This is an optimization exercise on Yosys and OpenROAD, whose aim is small area, a short achievable clock period and few clock cycles, not a production implementation. Only simulation tests tie the RTL to the original design; equivalence was not proved. No activity file was given, so power comes from the tool's default toggle rates.

==> flow/design.v <==
package isms_pkg;
  localparam int CAPACITY  = 64;
  localparam int CNT_W     = $clog2(CAPACITY + 1);
  localparam int VAL_W     = 32;
  localparam int CNT_OUT_W = 7;
  localparam logic [1:0] OP_INSERT = 2'd0;
  localparam logic [1:0] OP_REMOVE = 2'd1;
  localparam logic [1:0] OP_QUERY  = 2'd2;
  localparam logic [1:0] OP_CLEAR  = 2'd3;
  localparam logic [1:0] STAT_DONE      = 2'd0;
  localparam logic [1:0] STAT_DUPLICATE = 2'd1;
  localparam logic [1:0] STAT_NOT_FOUND = 2'd2;
  localparam logic [1:0] STAT_FULL      = 2'd3;
  localparam int N_ENTRY = 4;
endpackage
import isms_pkg::*;
module integer_set_membership_table (
  input  logic                                clk,
  input  logic                                rst,
  input  logic                                in_valid,
  output logic                                in_ready,
  input  logic [1:0]                          op,
  input  logic signed [isms_pkg::VAL_W-1:0]   value,
  output logic                                out_valid,
  input  logic                                out_ready,
  output logic                                was_present,
  output logic [1:0]                          status,
  output logic [isms_pkg::CNT_OUT_W-1:0]      member_count
);
  localparam int N = CAPACITY;
  localparam int W = VAL_W;
  localparam int S = N / N_ENTRY;
  logic         ap_v;
  logic [1:0]   ap_op;
  logic [W-1:0] ap_key;
  logic [N-1:0] ap_hit;     
  logic         ap_any;     
  logic [N-1:0][W-1:0] ring;
  logic [N-1:0]        ring_v;
  logic [CNT_W-1:0]    count;
  logic [1:0] q_n;
  logic [9:0] q0, q1;
  logic [N_ENTRY-1:0] hole;
  logic [N_ENTRY-1:0] take;
  for (genvar j = 0; j < N_ENTRY; j++) begin : g_hole
    assign hole[j] = !ring_v[(j * S + N - 1) % N];
  end
  always_comb begin
    take = '0;
    for (int j = N_ENTRY - 1; j >= 0; j--) begin
      if (hole[j]) take = N_ENTRY'(1) << j;
    end
  end
  logic go, is_ins, is_rem, is_clr, full, present, ins_ok, rm, clr;
  assign is_ins  = (ap_op == OP_INSERT);
  assign is_rem  = (ap_op == OP_REMOVE);
  assign is_clr  = (ap_op == OP_CLEAR);
  assign full    = (count == CNT_W'(CAPACITY));
  assign go      = ap_v && !q_n[1] && !(is_ins && !full && !(|hole));
  assign present = ap_any;
  assign ins_ok  = go && is_ins && !present && !full;
  assign rm      = go && is_rem;
  assign clr     = go && is_clr;
  logic [1:0]       stat;
  logic [CNT_W-1:0] count_next;
  always_comb begin
    stat       = STAT_DONE;
    count_next = count;
    case (ap_op)
      OP_INSERT: begin
        if (present)   stat = STAT_DUPLICATE;
        else if (full) stat = STAT_FULL;
        else           count_next = count + CNT_W'(1);
      end
      OP_REMOVE: begin
        if (!present)  stat = STAT_NOT_FOUND;
        else           count_next = count - CNT_W'(1);
      end
      OP_CLEAR:        count_next = '0;
      default: ;
    endcase
  end
  logic [9:0] res;
  assign res = {present && !is_clr, stat, CNT_OUT_W'(count_next)};
  logic [N-1:0] hit;
  logic         same;
  for (genvar p = 0; p < N; p++) begin : g_cmp
    assign hit[p] = ring_v[p] && (ring[p] == value);
  end
  assign same = (ap_key == value);
  logic kill, in_fire, put;
  assign in_fire = in_valid && in_ready;
  assign kill    = go && (is_clr || (is_rem && same));
  assign put     = go && is_ins && !full && same;
  logic [N-1:0] src_hit, nxt_hit;
  assign src_hit = in_ready ? hit : ap_hit;
  always_comb begin
    for (int p = 0; p < N; p++) begin
      if (p % S == 0 && take[p / S])
        nxt_hit[p] = in_ready && put;
      else
        nxt_hit[p] = src_hit[(p + N - 1) % N];
    end
  end
  logic [N-1:0] ring_v_n;
  logic         ap_v_n;
  logic [1:0]   ap_op_n, q_n_n;
  logic         pop;
  assign pop = q_n[0] && out_ready;
  always_comb begin
    for (int p = 0; p < N; p++) begin
      if (p % S == 0 && take[p / S])
        ring_v_n[p] = ins_ok;
      else
        ring_v_n[p] = ring_v[(p + N - 1) % N] && !(rm && ap_hit[(p + N - 1) % N])
                      && !clr;
    end
    ap_v_n  = in_fire || (ap_v && !go);
    ap_op_n = in_fire ? op : ap_op;
    case ({go, pop})
      2'b10:   q_n_n = {q_n[0], 1'b1};
      2'b01:   q_n_n = {1'b0, q_n[1]};
      default: q_n_n = q_n;
    endcase
  end
  logic hole_any_n, full_n, go_n;
  always_comb begin
    hole_any_n = 1'b0;
    for (int j = 0; j < N_ENTRY; j++) hole_any_n |= !ring_v_n[(j * S + N - 1) % N];
  end
  assign full_n = go ? (count_next == CNT_W'(CAPACITY)) : full;
  assign go_n   = ap_v_n && !q_n_n[1] && !((ap_op_n == OP_INSERT) && !full_n && !hole_any_n);
  always_ff @(posedge clk) begin
    for (int p = 0; p < N; p++) begin
      if (p % S == 0 && take[p / S])
        ring[p] <= ap_key;
      else
        ring[p] <= ring[(p + N - 1) % N];
    end
  end
  always_ff @(posedge clk) begin
    if (rst) begin
      ring_v   <= '0;
      count    <= '0;
      ap_v     <= 1'b0;
      q_n      <= 2'b00;
      in_ready <= 1'b1;
    end else begin
      ring_v   <= ring_v_n;
      if (go) count <= count_next;
      ap_v     <= ap_v_n;
      q_n      <= q_n_n;
      in_ready <= !ap_v_n || go_n;
    end
  end
  always_ff @(posedge clk) begin
    if (in_ready) begin
      ap_op  <= op;
      ap_key <= value;
    end
    if (in_ready && kill) ap_hit <= '0;
    else                  ap_hit <= nxt_hit;
    if (in_ready)         ap_any <= !kill && ((|hit) || put);
  end
  always_ff @(posedge clk) begin
    if (pop) begin
      q0 <= (go && !q_n[1]) ? res : q1;
      if (go) q1 <= res;
    end else if (go) begin
      if (!q_n[0]) q0 <= res;
      else         q1 <= res;
    end
  end
  assign out_valid    = q_n[0];
  assign was_present  = q0[9];
  assign status       = q0[8:7];
  assign member_count = q0[6:0];
endmodule
Settings: LEC_CHECK=0, CAP_MARGIN=20, CORE_MARGIN=2, CORE_UTILIZATION=55, CTS_BUF_LIST=sky130_fd_sc_hd__clkbuf_8, SETUP_SLACK_MARGIN=3.5, SLEW_MARGIN=20; clock period 6.0 ns.
run.sh (not shown) runs the stock make flow with config.mk's settings and CLKGATE_MAP_FILE= SYNTH_SCRIPT=/design/flow/synth_recipe.tcl, a recipe that flattens the netlist after the stock synthesis.
The starting point completed without violations.
Testbench counts at the start, summed over its fixed seeds: cycles 5,720.
Rerun with:
--- a/flow/design.v
+++ b/flow/design.v
@@ -30,11 +30,11 @@
   localparam int N = CAPACITY;
   localparam int W = VAL_W;
   localparam int S = N / N_ENTRY;
+  localparam int G = 8;             
   logic         ap_v;
   logic [1:0]   ap_op;
   logic [W-1:0] ap_key;
-  logic [N-1:0] ap_hit;     
-  logic         ap_any;     
+  logic [G-1:0] ap_any;     
   logic [N-1:0][W-1:0] ring;
   logic [N-1:0]        ring_v;
   logic [CNT_W-1:0]    count;
@@ -51,16 +51,13 @@
       if (hole[j]) take = N_ENTRY'(1) << j;
     end
   end
-  logic go, is_ins, is_rem, is_clr, full, present, ins_ok, rm, clr;
+  logic go, is_ins, is_clr, full, present, ins_ok;
   assign is_ins  = (ap_op == OP_INSERT);
-  assign is_rem  = (ap_op == OP_REMOVE);
   assign is_clr  = (ap_op == OP_CLEAR);
   assign full    = (count == CNT_W'(CAPACITY));
   assign go      = ap_v && !q_n[1] && !(is_ins && !full && !(|hole));
-  assign present = ap_any;
+  assign present = |ap_any;
   assign ins_ok  = go && is_ins && !present && !full;
-  assign rm      = go && is_rem;
-  assign clr     = go && is_clr;
   logic [1:0]       stat;
   logic [CNT_W-1:0] count_next;
   always_comb begin
@@ -88,20 +85,11 @@
     assign hit[p] = ring_v[p] && (ring[p] == value);
   end
   assign same = (ap_key == value);
-  logic kill, in_fire, put;
+  logic in_fire, t_rem, t_clr, put;
   assign in_fire = in_valid && in_ready;
-  assign kill    = go && (is_clr || (is_rem && same));
+  assign t_rem   = in_fire && (op == OP_REMOVE);
+  assign t_clr   = in_fire && (op == OP_CLEAR);
   assign put     = go && is_ins && !full && same;
-  logic [N-1:0] src_hit, nxt_hit;
-  assign src_hit = in_ready ? hit : ap_hit;
-  always_comb begin
-    for (int p = 0; p < N; p++) begin
-      if (p % S == 0 && take[p / S])
-        nxt_hit[p] = in_ready && put;
-      else
-        nxt_hit[p] = src_hit[(p + N - 1) % N];
-    end
-  end
   logic [N-1:0] ring_v_n;
   logic         ap_v_n;
   logic [1:0]   ap_op_n, q_n_n;
@@ -110,10 +98,10 @@
   always_comb begin
     for (int p = 0; p < N; p++) begin
       if (p % S == 0 && take[p / S])
-        ring_v_n[p] = ins_ok;
+        ring_v_n[p] = ins_ok && !(t_rem && same) && !t_clr;
       else
-        ring_v_n[p] = ring_v[(p + N - 1) % N] && !(rm && ap_hit[(p + N - 1) % N])
-                      && !clr;
+        ring_v_n[p] = ring_v[(p + N - 1) % N] && !(t_rem && hit[(p + N - 1) % N])
+                      && !t_clr;
     end
     ap_v_n  = in_fire || (ap_v && !go);
     ap_op_n = in_fire ? op : ap_op;
@@ -125,8 +113,8 @@
   end
   logic hole_any_n, full_n, go_n;
   always_comb begin
-    hole_any_n = 1'b0;
-    for (int j = 0; j < N_ENTRY; j++) hole_any_n |= !ring_v_n[(j * S + N - 1) % N];
+    hole_any_n = t_clr;
+    for (int j = 0; j < N_ENTRY; j++) hole_any_n |= !ring_v[(j * S + N - 2) % N];
   end
   assign full_n = go ? (count_next == CNT_W'(CAPACITY)) : full;
   assign go_n   = ap_v_n && !q_n_n[1] && !((ap_op_n == OP_INSERT) && !full_n && !hole_any_n);
@@ -157,10 +145,9 @@
     if (in_ready) begin
       ap_op  <= op;
       ap_key <= value;
+      for (int g = 0; g < G; g++)
+        ap_any[g] <= (|hit[g * (N / G) +: N / G]) || (g == 0 && put);
     end
-    if (in_ready && kill) ap_hit <= '0;
-    else                  ap_hit <= nxt_hit;
-    if (in_ready)         ap_any <= !kill && ((|hit) || put);
   end
   always_ff @(posedge clk) begin
     if (pop) begin
What happened: Wire length drops by 15%; cell area goes down by 6.2%; clock-buffer cell count rises by 4; die area is lower by 3.1%; sequential power hardly moves; first-iteration DRC count shrinks by 9.9%; non-clock buffer count is lower by 221; core utilization goes down by 2.1 points; via count went down by 8.3%; total power fell by 3.0%; register-to-register slack gets worse by 0.20 ns.
Testbench counts after the change, summed over its fixed seeds: cycles 5,720.

[static timing again, ports no longer ideal]
In the flow no input, the clock included, has a driving cell. The finished layouts below were timed again as built, in two steps. Step 1: set_driving_cell puts a clkbuf_16 on clk and a buf_2 on each other input, an assumption about the parent block. Step 2 also shifts input and output timing later by t, the mid clock arrival at the registers, as if the neighbouring blocks saw the same clock. Slacks: no drivers / after step 1 / after step 2; pairs: no drivers / after step 1.
run | shift t [ns] | setup slack, ns | hold WS [ns] | latest minus earliest clock arrival (ns) | worst data-port slew with drivers (ns)
the first run | 1.098 | 3.269 / 3.177 / 2.079 | 0.324 / 0.324 / 0.324 | 0.082 / 0.082 | 0.36
the second run | 1.069 | 3.205 / 3.130 / 2.286 | 0.348 / 0.348 / 0.348 | 0.042 / 0.042 | 0.32
After both steps every run listed still meets setup and hold. For the first run, which loses most, drivers alone change the setup slack by -0.092 ns; drivers and shift together by -1.190 ns.
